Source: an optimization exercise on an open RTL-to-GDS flow (aim: a short achievable clock period and few clock cycles). Production flows keep margins and buffers that such runs may drop.
Only simulation tests tie the RTL to the original design; equivalence was not proved.
No activity file was given, so power comes from the tool's default toggle rates.

$ cat flow/run.sh
#!/bin/bash
# synth_recipe.tcl (not shown) runs the flow's synth.tcl, then flattens the netlist and writes it again
# the make line also repeats each setting of config.mk as NAME=value (left out here)
make -C /OpenROAD-flow-scripts/flow DESIGN_CONFIG=/design/flow/config.mk WORK_HOME=/design/flow/orfs CLKGATE_MAP_FILE= SYNTH_SCRIPT=/design/flow/synth_recipe.tcl finish
$ cat flow/config.mk
export PLATFORM = sky130hd
export DESIGN_NAME = infix_expression_evaluator
export DESIGN_NICKNAME = infix_expression_evaluator
export VERILOG_FILES = /design/flow/design.v
export SDC_FILE = /design/flow/constraint.sdc
export NUM_CORES = 4
export LEC_CHECK = 0
export CAP_MARGIN = 20
export CORE_MARGIN = 2
export CORE_UTILIZATION = 40
export SLEW_MARGIN = 20
$ cat flow/constraint.sdc
create_clock -name core_clock -period 9.0 [get_ports {clk}]
set_input_delay 1.8000 -clock core_clock [delete_from_list [all_inputs] [get_ports {clk}]]
set_output_delay 1.8000 -clock core_clock [all_outputs]
set_load 0.01 [all_outputs]
$ cat flow/design.v
`default_nettype none
package iee_pkg;
	typedef enum logic [2:0] {
		OP_OPEN = 3'd0,
		OP_ADD  = 3'd1,
		OP_SUB  = 3'd2,
		OP_MUL  = 3'd3,
		OP_DIV  = 3'd4
	} op_t;
	typedef enum logic [1:0] {
		ST_OK      = 2'd0,
		ST_BADCHAR = 2'd1,
		ST_DIVZERO = 2'd2,
		ST_STACK   = 2'd3
	} status_t;
	typedef enum logic [2:0] {
		SC_DIGIT = 3'd0,
		SC_ADDSUB = 3'd1,
		SC_MULDIV = 3'd2,
		SC_OPEN  = 3'd3,
		SC_CLOSE = 3'd4,
		SC_BAD   = 3'd5
	} sym_class_t;
	localparam logic [7:0] CHAR_ZERO  = 8'd48;
	localparam logic [7:0] CHAR_NINE  = 8'd57;
	localparam logic [7:0] CHAR_PLUS  = 8'd43;
	localparam logic [7:0] CHAR_MINUS = 8'd45;
	localparam logic [7:0] CHAR_STAR  = 8'd42;
	localparam logic [7:0] CHAR_SLASH = 8'd47;
	localparam logic [7:0] CHAR_OPEN  = 8'd40;
	localparam logic [7:0] CHAR_CLOSE = 8'd41;
	typedef struct packed {
		logic load;        
		logic push_digit;  
		logic push_op;     
		logic pop_op;      
		logic red_start;   
		logic red_finish;  
		logic clear;       
	} dp_cmd_t;
	typedef struct packed {
		sym_class_t cls;
		logic       opd_full;
		logic       opd_lt2;
		logic       opd_empty;
		logic       opr_full;
		logic       opr_empty;
		op_t        opr_top;
		logic       arith_done;
		logic       div_zero;
	} dp_sts_t;
endpackage
`default_nettype wire
`default_nettype none
module iee_divider #(
	parameter int W = 32
) (
	input  wire logic         clk,
	input  wire logic         arst_n,
	input  wire logic         start,
	input  wire logic [W-1:0] dividend,
	input  wire logic [W-1:0] divisor,
	output logic              done,
	output logic [W-1:0]      quotient
);
	localparam int CW = $clog2(W + 1);
	logic [W-1:0]  rem_q, quo_q, dvs_q;
	logic [CW-1:0] cnt_q;
	logic          neg_q, busy_q;
	logic [W:0]    trial;
	assign trial = {rem_q, quo_q[W-1]} - {1'b0, dvs_q};
	always_ff @(posedge clk or negedge arst_n) begin
		if (!arst_n) begin
			busy_q <= 1'b0;
			done   <= 1'b0;
			cnt_q  <= '0;
		end else begin
			done <= 1'b0;
			if (start) begin
				busy_q <= 1'b1;
				cnt_q  <= CW'(W);
			end else if (busy_q) begin
				cnt_q <= cnt_q - 1'b1;
				if (cnt_q == CW'(1)) begin
					busy_q <= 1'b0;
					done   <= 1'b1;
				end
			end
		end
	end
	always_ff @(posedge clk) begin
		if (start) begin
			rem_q  <= '0;
			quo_q  <= dividend[W-1] ? W'(-dividend) : dividend;
			dvs_q  <= divisor[W-1] ? W'(-divisor) : divisor;
			neg_q  <= dividend[W-1] ^ divisor[W-1];
		end else if (busy_q) begin
			if (!trial[W]) begin
				rem_q <= trial[W-1:0];
				quo_q <= {quo_q[W-2:0], 1'b1};
			end else begin
				rem_q <= {rem_q[W-2:0], quo_q[W-1]};
				quo_q <= {quo_q[W-2:0], 1'b0};
			end
		end
	end
	assign quotient = neg_q ? W'(-quo_q) : quo_q;
endmodule
`default_nettype wire
`default_nettype none
import iee_pkg::*;
module iee_datapath #(
	parameter int STACK_DEPTH = 16,
	parameter int VALUE_WIDTH = 32
) (
	input  wire logic                   clk,
	input  wire logic                   arst_n,
	input  wire logic [7:0]             symbol,
	input  iee_pkg::dp_cmd_t                     cmd,
	output  iee_pkg::dp_sts_t                     sts,
	output logic [VALUE_WIDTH-1:0]      top_value
);
	localparam int AW = (STACK_DEPTH > 1) ? $clog2(STACK_DEPTH) : 1;
	localparam int CW = $clog2(STACK_DEPTH + 1);
	localparam int W  = VALUE_WIDTH;
	logic [W-1:0]  opd_mem [STACK_DEPTH];
	logic [2:0]    opr_mem [STACK_DEPTH];
	logic [CW-1:0] opd_cnt_q, opr_cnt_q;
	logic [W-1:0]  top_q, next_q;
	iee_pkg::op_t           opr_top_q;
	logic [7:0]    sym_q;
	iee_pkg::sym_class_t    cls;
	iee_pkg::op_t           sym_op;
	logic [W-1:0]  a_q, b_q, res_q;
	iee_pkg::op_t           aop_q;
	logic          arith_q, arith_done_q, div_start_q;
	logic          div_done;
	logic [W-1:0]  div_quo;
	always_comb begin
		sym_op = OP_OPEN;
		if (sym_q >= CHAR_ZERO && sym_q <= CHAR_NINE) cls = SC_DIGIT;
		else if (sym_q == CHAR_PLUS) begin cls = SC_ADDSUB; sym_op = OP_ADD; end
		else if (sym_q == CHAR_MINUS) begin cls = SC_ADDSUB; sym_op = OP_SUB; end
		else if (sym_q == CHAR_STAR) begin cls = SC_MULDIV; sym_op = OP_MUL; end
		else if (sym_q == CHAR_SLASH) begin cls = SC_MULDIV; sym_op = OP_DIV; end
		else if (sym_q == CHAR_OPEN) cls = SC_OPEN;
		else if (sym_q == CHAR_CLOSE) cls = SC_CLOSE;
		else cls = SC_BAD;
	end
	always_ff @(posedge clk) begin
		if (cmd.load) sym_q <= symbol;
	end
	always_ff @(posedge clk or negedge arst_n) begin
		if (!arst_n) begin
			opd_cnt_q <= '0;
			opr_cnt_q <= '0;
		end else if (cmd.clear) begin
			opd_cnt_q <= '0;
			opr_cnt_q <= '0;
		end else begin
			if (cmd.push_digit || cmd.red_finish) opd_cnt_q <= opd_cnt_q + 1'b1;
			else if (cmd.red_start) opd_cnt_q <= opd_cnt_q - CW'(2);
			if (cmd.push_op) opr_cnt_q <= opr_cnt_q + 1'b1;
			else if (cmd.pop_op || cmd.red_start) opr_cnt_q <= opr_cnt_q - 1'b1;
		end
	end
	always_ff @(posedge clk) begin
		if (cmd.push_digit || cmd.red_finish) begin
			if (opd_cnt_q != '0) opd_mem[AW'(opd_cnt_q - 1'b1)] <= top_q;
			next_q <= top_q;
			top_q  <= cmd.red_finish ? res_q : W'({4'd0, sym_q[3:0]} - 8'd0);
		end else if (cmd.red_start) begin
			a_q <= next_q;
			b_q <= top_q;
			aop_q <= opr_top_q;
			if (opd_cnt_q > CW'(2)) top_q <= opd_mem[AW'(opd_cnt_q - CW'(3))];
			if (opd_cnt_q > CW'(3)) next_q <= opd_mem[AW'(opd_cnt_q - CW'(4))];
		end
	end
	always_ff @(posedge clk) begin
		if (cmd.push_op) begin
			if (opr_cnt_q != '0) opr_mem[AW'(opr_cnt_q - 1'b1)] <= opr_top_q;
			opr_top_q <= (cls == SC_OPEN) ? OP_OPEN : sym_op;
		end else if ((cmd.pop_op || cmd.red_start) && opr_cnt_q > CW'(1)) begin
			opr_top_q <= iee_pkg::op_t'(opr_mem[AW'(opr_cnt_q - CW'(2))]);
		end
	end
	always_ff @(posedge clk or negedge arst_n) begin
		if (!arst_n) begin
			arith_q      <= 1'b0;
			arith_done_q <= 1'b0;
			div_start_q  <= 1'b0;
		end else begin
			arith_q      <= cmd.red_start;
			div_start_q  <= 1'b0;
			arith_done_q <= 1'b0;
			if (arith_q) begin
				unique case (aop_q)
					OP_ADD, OP_SUB, OP_MUL: arith_done_q <= 1'b1;
					default: begin
						if (b_q == '0) arith_done_q <= 1'b1;
						else div_start_q <= 1'b1;
					end
				endcase
			end
			if (div_done) arith_done_q <= 1'b1;
		end
	end
	always_ff @(posedge clk) begin
		if (arith_q) begin
			unique case (aop_q)
				OP_ADD: res_q <= a_q + b_q;
				OP_SUB: res_q <= a_q - b_q;
				OP_MUL: res_q <= W'(a_q * b_q);
				default: ;
			endcase
		end
		if (div_done) res_q <= div_quo;
	end
	iee_divider #(.W(W)) u_div (
		.clk(clk), .arst_n(arst_n), .start(div_start_q),
		.dividend(a_q), .divisor(b_q), .done(div_done), .quotient(div_quo)
	);
	always_comb begin
		sts.cls        = cls;
		sts.opd_full   = (opd_cnt_q == CW'(STACK_DEPTH));
		sts.opd_lt2    = (opd_cnt_q < CW'(2));
		sts.opd_empty  = (opd_cnt_q == '0);
		sts.opr_full   = (opr_cnt_q == CW'(STACK_DEPTH));
		sts.opr_empty  = (opr_cnt_q == '0);
		sts.opr_top    = opr_top_q;
		sts.arith_done = arith_done_q;
		sts.div_zero   = (aop_q == OP_DIV) && (b_q == '0);
	end
	assign top_value = top_q;
endmodule
`default_nettype wire
`default_nettype none
import iee_pkg::*;
module iee_ctrl (
	input  wire logic clk,
	input  wire logic arst_n,
	input  wire logic start,
	input  wire logic last,
	input  iee_pkg::dp_sts_t sts,
	output  iee_pkg::dp_cmd_t cmd,
	output logic      busy,
	output logic      emit,
	output  iee_pkg::status_t err
);
	typedef enum logic [5:0] {
		S_IDLE   = 6'b000001,
		S_DECODE = 6'b000010,
		S_REDUCE = 6'b000100,
		S_WAIT   = 6'b001000,
		S_FINAL  = 6'b010000,
		S_EMIT   = 6'b100000
	} state_t;
	state_t  state_q, state_d;
	iee_pkg::status_t err_q, err_d;
	logic    last_q, fin_q, fin_d;
	logic want_red;
	always_comb begin
		want_red = 1'b0;
		if (!sts.opr_empty && sts.opr_top != OP_OPEN) begin
			if (fin_q || sts.cls == SC_ADDSUB || sts.cls == SC_CLOSE) want_red = 1'b1;
			else if (sts.cls == SC_MULDIV &&
				(sts.opr_top == OP_MUL || sts.opr_top == OP_DIV)) want_red = 1'b1;
		end
	end
	always_comb begin
		state_d = state_q;
		err_d   = err_q;
		fin_d   = fin_q;
		cmd     = '0;
		emit    = 1'b0;
		unique case (state_q)
			S_IDLE: begin
				if (start) begin
					cmd.load = 1'b1;
					state_d  = S_DECODE;
				end
			end
			S_DECODE: begin
				if (err_q != ST_OK) state_d = last_q ? S_FINAL : S_IDLE;
				else if (want_red) begin
					if (sts.opd_lt2) begin
						err_d = ST_STACK;
						cmd.pop_op = 1'b1;
						state_d = last_q ? S_FINAL : S_IDLE;
					end else begin
						cmd.red_start = 1'b1;
						state_d = S_WAIT;
					end
				end else begin
					state_d = last_q ? S_FINAL : S_IDLE;
					unique case (sts.cls)
						SC_DIGIT: if (sts.opd_full) err_d = ST_STACK;
							else cmd.push_digit = 1'b1;
						SC_ADDSUB, SC_MULDIV, SC_OPEN: if (sts.opr_full) err_d = ST_STACK;
							else cmd.push_op = 1'b1;
						SC_CLOSE: if (sts.opr_empty) err_d = ST_STACK;
							else cmd.pop_op = 1'b1;
						default: err_d = ST_BADCHAR;
					endcase
				end
			end
			S_WAIT: begin
				if (sts.arith_done) begin
					if (sts.div_zero) err_d = ST_DIVZERO;
					else cmd.red_finish = 1'b1;
					state_d = fin_q ? S_FINAL : S_DECODE;
				end
			end
			S_FINAL: begin
				fin_d = 1'b1;
				if (err_q != ST_OK) state_d = S_EMIT;
				else if (!sts.opr_empty && sts.opr_top == OP_OPEN) cmd.pop_op = 1'b1;
				else if (!sts.opr_empty) begin
					if (sts.opd_lt2) begin
						err_d = ST_STACK;
						cmd.pop_op = 1'b1;
					end else begin
						cmd.red_start = 1'b1;
						state_d = S_WAIT;
					end
				end else begin
					if (sts.opd_empty) err_d = ST_STACK;
					state_d = S_EMIT;
				end
			end
			S_EMIT: begin
				emit      = 1'b1;
				cmd.clear = 1'b1;
				err_d     = ST_OK;
				fin_d     = 1'b0;
				state_d   = S_IDLE;
			end
			default: state_d = S_IDLE;
		endcase
	end
	always_ff @(posedge clk or negedge arst_n) begin
		if (!arst_n) begin
			state_q <= S_IDLE;
			err_q   <= ST_OK;
			fin_q   <= 1'b0;
			last_q  <= 1'b0;
		end else begin
			state_q <= state_d;
			err_q   <= err_d;
			fin_q   <= fin_d;
			if (cmd.load) last_q <= last;
		end
	end
	assign busy = (state_q != S_IDLE);
	assign err  = err_q;
endmodule
`default_nettype wire
`default_nettype none
import iee_pkg::*;
module infix_expression_evaluator #(
	parameter int STACK_DEPTH = 16,
	parameter int VALUE_WIDTH = 32
) (
	input  wire logic        clk,
	input  wire logic        arst_n,
	input  wire logic        start,
	output logic             busy,
	input  wire logic [7:0]  symbol,
	input  wire logic        last,
	output logic             done,
	output logic [31:0]      value,
	output logic [1:0]       status
);
	iee_pkg::dp_cmd_t                cmd;
	iee_pkg::dp_sts_t                sts;
	logic                   emit;
	iee_pkg::status_t                err;
	logic [VALUE_WIDTH-1:0] top;
	logic [63:0]            top_ext;
	iee_ctrl u_ctrl (
		.clk(clk), .arst_n(arst_n), .start(start), .last(last),
		.sts(sts), .cmd(cmd), .busy(busy), .emit(emit), .err(err)
	);
	iee_datapath #(.STACK_DEPTH(STACK_DEPTH), .VALUE_WIDTH(VALUE_WIDTH)) u_dp (
		.clk(clk), .arst_n(arst_n), .symbol(symbol), .cmd(cmd),
		.sts(sts), .top_value(top)
	);
	assign top_ext = 64'(signed'(top));
	always_ff @(posedge clk or negedge arst_n) begin
		if (!arst_n) begin
			done   <= 1'b0;
			value  <= '0;
			status <= '0;
		end else begin
			done <= emit;
			if (emit) begin
				status <= err;
				value  <= (err == ST_OK) ? top_ext[31:0] : 32'd0;
			end
		end
	end
endmodule
`default_nettype wire
==> summary.txt <==
==> logic make-up (layout without fill, tap and decap cells) <==
group / Yosys count / in the layout / share of synthesized area
AO/OA/AOI/OAI: 593 / 593 / 0.0646
XOR/XNOR: 270 / 270 / 0.0393
adder cells (fa/ha/maj): 624 / 624 / 0.181
buffers and inverters: 755 / 782 / 0.0477
flip-flops: 896 / 896 / 0.436
multiplexers: 367 / 367 / 0.124
AND/OR/NAND/NOR: 1298 / 1298 / 0.107
==> cell usage after synthesis, types with 64 or more instances <==
cell / count / area (sq um)
o21ai_0: 112 / 561
inv_1: 452 / 1700
a21oi_1: 160 / 801
dfrtp_1: 64 / 1600
fa_1: 410 / 8210
nor2_1: 166 / 623
ha_1: 214 / 2680
edfxtp_1: 799 / 24000
xor2_1: 130 / 1140
xnor2_1: 140 / 1230
clkbuf_1: 247 / 927
and2_1: 326 / 2040
mux4_2: 303 / 6820
nand2_1: 512 / 1920
a211oi_1: 83 / 623
==> routing by layer <==
metal / track usage / share of wire / vias up
li1: - / - / 16888
met1: 0.306 / 0.42 / 20317
met2: 0.369 / 0.48 / 1479
met3: 0.0311 / 0.072 / 252
met4: 0.0766 / 0.034 / 2
met5: 0 / 0.000077 / -
==> registers in the layout (all words and copies together) (netlist names), 2 cells and up <==
name and count:
u_dp.sym_q 8, u_dp.opd_cnt_q 5, u_dp.opd_mem 512, u_dp.b_q 32, u_dp.res_q 32, u_dp.u_div.rem_q 32
u_dp.opr_top_q 3, u_dp.top_q 32, u_dp.a_q 32, u_dp.u_div.cnt_q 6, u_dp.u_div.quo_q 32, u_dp.u_div.dvs_q 32
u_ctrl.err_q 2, u_dp.opr_cnt_q 5, value 32, u_dp.next_q 32, u_ctrl.state_q 5, status 2
u_dp.opr_mem 48, u_dp.aop_q 3
==> cell type report <==
type,instances,share of cell area
multi-input cells,3152,0.472
repair buffers,150,0.0192
inverters,453,0.0258
well taps,2016,0.0382
flip-flops and latches,896,0.398
clock buffers,126,0.0401
clock inverters,53,0.00684
==> cells in the final DEF (no fill, tap or decap), types with 29 or more instances in the layout <==
cell type,instances
a211oi_1,83
edfxtp_1,799
nor3_1,30
nor2b_1,55
dfxtp_1,32
clkdlybuf4s50_1,46
mux4_2,303
a21o_1,37
a22o_1,30
dfrtp_1,58
xor2_1,129
a21oi_1,160
nand3_1,60
inv_1,452
nand2_1,511
fa_1,410
buf_4,102
o31ai_1,43
xnor2_1,138
ha_1,212
and2_1,312
clkbuf_16,100
mux2i_1,62
nor2_1,163
o21ai_0,111
and3_1,29
==> how the worst min path moves through the flow <==
stage	from	endpoint	slack [ns]	cells past startpoint
floorplan	u_dp.next_q[0]	u_dp.a_q[0]	0.40	0
global placement	u_dp.next_q[24]	u_dp.a_q[24]	0.41	0
detailed placement	u_dp.next_q[24]	u_dp.a_q[24]	0.40	0
CTS	u_dp.next_q[16]	u_dp.a_q[16]	0.41	0
global route	u_dp.next_q[25]	u_dp.a_q[25]	0.42	0
finish	u_dp.next_q[16]	u_dp.a_q[16]	0.41	0
==> power groups by stage <==
| stage | registers, uW | logic [uW] | clock network [uW] |
|---|---|---|---|
| 3_5_place_dp | 4720 | 1310 | 0 |
| 5_1_grt | 4640 | 1420 | 4160 |
| 4_1_cts | 4630 | 1320 | 4000 |
| 6_report | 4630 | 1310 | 3940 |
| 3_3_place_gp | 4720 | 1310 | 0 |
| 2_1_floorplan | 4660 | 1040 | 0 |
==> worst max-delay path: stages (launching register included) <==
cell and delay (ns):
edfxtp_1 0.79, buf_4 0.34, and2_1 0.18, fa_1 0.44
fa_1 0.51, fa_1 0.54, inv_1 0.05, fa_1 0.49
inv_1 0.07, fa_1 0.50, fa_1 0.59, fa_1 0.44
fa_1 0.47, ha_1 0.34, o21a_1 0.13, o21ai_0 0.20
o21bai_1 0.14, a21o_1 0.19, nand3_1 0.09, a41oi_1 0.13
o21ai_0 0.30, mux2i_1 0.12, nor4_1 0.38, a221oi_1 0.11
==> metrics by stage <==
stage | power (uW) | hold WS [ns] | utilization
after floorplan | 5700 | 0.400 | -
after global placement | 6020 | 0.405 | 0.421
after detailed placement | 6030 | 0.405 | 0.421
after CTS | 9950 | 0.414 | 0.441
after global routing | 10200 | 0.421 | 0.441
final | 9880 | 0.412 | 0.441
==> run_results.csv <==
group,metric,value,unit
grt,overflow,0,
finish,final_cell_count_no_fill,6846,
route,drt-total-wl,170000,um
clock_network,path_clk_slew,0.06,ns
critical_path,cp.required,9.38,ns
timing,hold_viol,0,
grt,grt_max_degree,133,
finish,n_fill_cell,13670,
route,vias_per_cell,5.69,
floorplanning,row_count,142,
finish,seq_area,26300,sq um
place,port_buffers,47,
place,place_congestion,0.943,
clock_network,cts_setup_buffers,0,
critical_path,cp-startpoint,"u_dp.b_q[6]",
synthesis,synth_edf_count,799,
timing,clock.fmax,0.127,GHz
synthesis,seq_area_frac_synth,0.436,
place,numPlacedInstances,6667,
place,dpl-instance-area,62900,sq um
clock_network,cts_resized,0,
synthesis,syn_area_per_cell,12.5,sq um
timing,setup_viol,0,
critical_path,crit_end,"u_dp.res_q[30]",
critical_path,critPathArrivalTime,8.24,ns
synthesis,synth.distinct_cells,82,
floorplanning,core_area,150000,sq um
route,firstDrtPassIters,5,
timing,finalCritPeriodShare,0.873,
power,swShare,0.248,
floorplanning,io_pins,48,
timing,drv_slew,0,
clock_network,cts_tree,"built",
route,vias,38938,
timing,setup_tns,0,ns
synthesis,synth_warnings,4,
synthesis,syn_inst,4803,
clock_network,htreeDepth,3,
finish,design_area,66000,sq um
timing,min_period,7.86,ns
critical_path,start_kind,"flip-flop",
power,comb_power_share,0.133,
route,ant_nets,0,
outcome,status,"finished clean",
finish,syn_to_final_growth,9.75,%
critical_path,r2r-end,"u_dp.res_q[30]",
place,post-place-ws,1.17,ns
clock_network,root_buffer,"clkbuf_16",
grt,grt_pass1_vias,39824,
power,p_leak,0.0250,uW
critical_path,endpoint_kind,"flip-flop",
route,avgRoutedWirePerCell,24.8,um
finish,diodes,0,
synthesis,synth_ff_type,"edfxtp_1",
grt,track_usage,0.224,
finish,multiInputGateArea,31200,sq um
floorplanning,die_h,392,um
hold_path,min_path_type,"reg2reg",
power,p_seq_frac,0.469,
grt,grt_pass1_wl,257000,um
synthesis,async_flop_share,0.0725,
floorplanning,die-area,154000,sq um
route,drt-initial-drc-count,3917,
power,p_sw,2450,uW
critical_path,crit_fanout,19,
clock_network,clock_latency,0.70,ns
route,drc,0,
critical_path,r2r_setup_slack,1.14,ns
clock_network,cts_sinks,896,
finish,drive_gt1_frac,0.127,
synthesis,syn_nets,5439,
timing,tightest_slew,1.04,ns
grt,antenna_found_initial,10,
clock_network,hold_buffers,0,
finish,nets,5386,
timing,skew,0.0441,ns
power,cellPowerDensity,150,nW/um^2
timing,rsz0062_at_grt,"no",
floorplanning,die_w,392,um
synthesis,netlist_area,60200,sq um
timing,slew_headroom,0.296,
power,ir_drop,0.000145,V
power,intPower,7430,uW
clock_network,cts_made_buffers,97,
critical_path,reg2regPathDepth,23,
place,hpwl,117000,um
flow_run,maxCapViolations,0,
synthesis,synth_seq_cells,896,
floorplanning,start_util,0.402,
power,clkPwrFrac,0.398,
timing,setup_slack,1.14,ns
critical_path,r2r-start,"u_dp.b_q[6]",
clock_network,clock_path_buffers,3,
critical_path,path_class,"reg2reg",
Testbench counts, summed over its fixed seeds: cycles 133,568.

re-timing with driven ports:
In the flow no input, the clock included, has a driving cell. The finished layout below was timed again as built, in two steps. Step 1 (the two cells are an assumption about what drives the block):
set clk [get_ports {clk}]
set_driving_cell -lib_cell sky130_fd_sc_hd__clkbuf_16 $clk
set_driving_cell -lib_cell sky130_fd_sc_hd__buf_2 [delete_from_list [all_inputs] $clk]
Step 2 adds t to the input delays and takes it off the output delays; t is the mean of the earliest and latest rising clock arrival at the registers after step 1. Input paths then give back, and output paths get back, about the clock's delay inside the block. a / b / c = ideal ports / drivers / drivers and shift; a / b = the first two.
shift t [ns]: 0.750
setup slack, ns: 1.140 / 1.140 / 1.140
slew at the worst register clock pin (ns): 0.07 / 0.07
After both steps this run still meets setup and hold. The setup slack of this run moves by 0.000 ns with the drivers and by 0.000 ns with both steps.
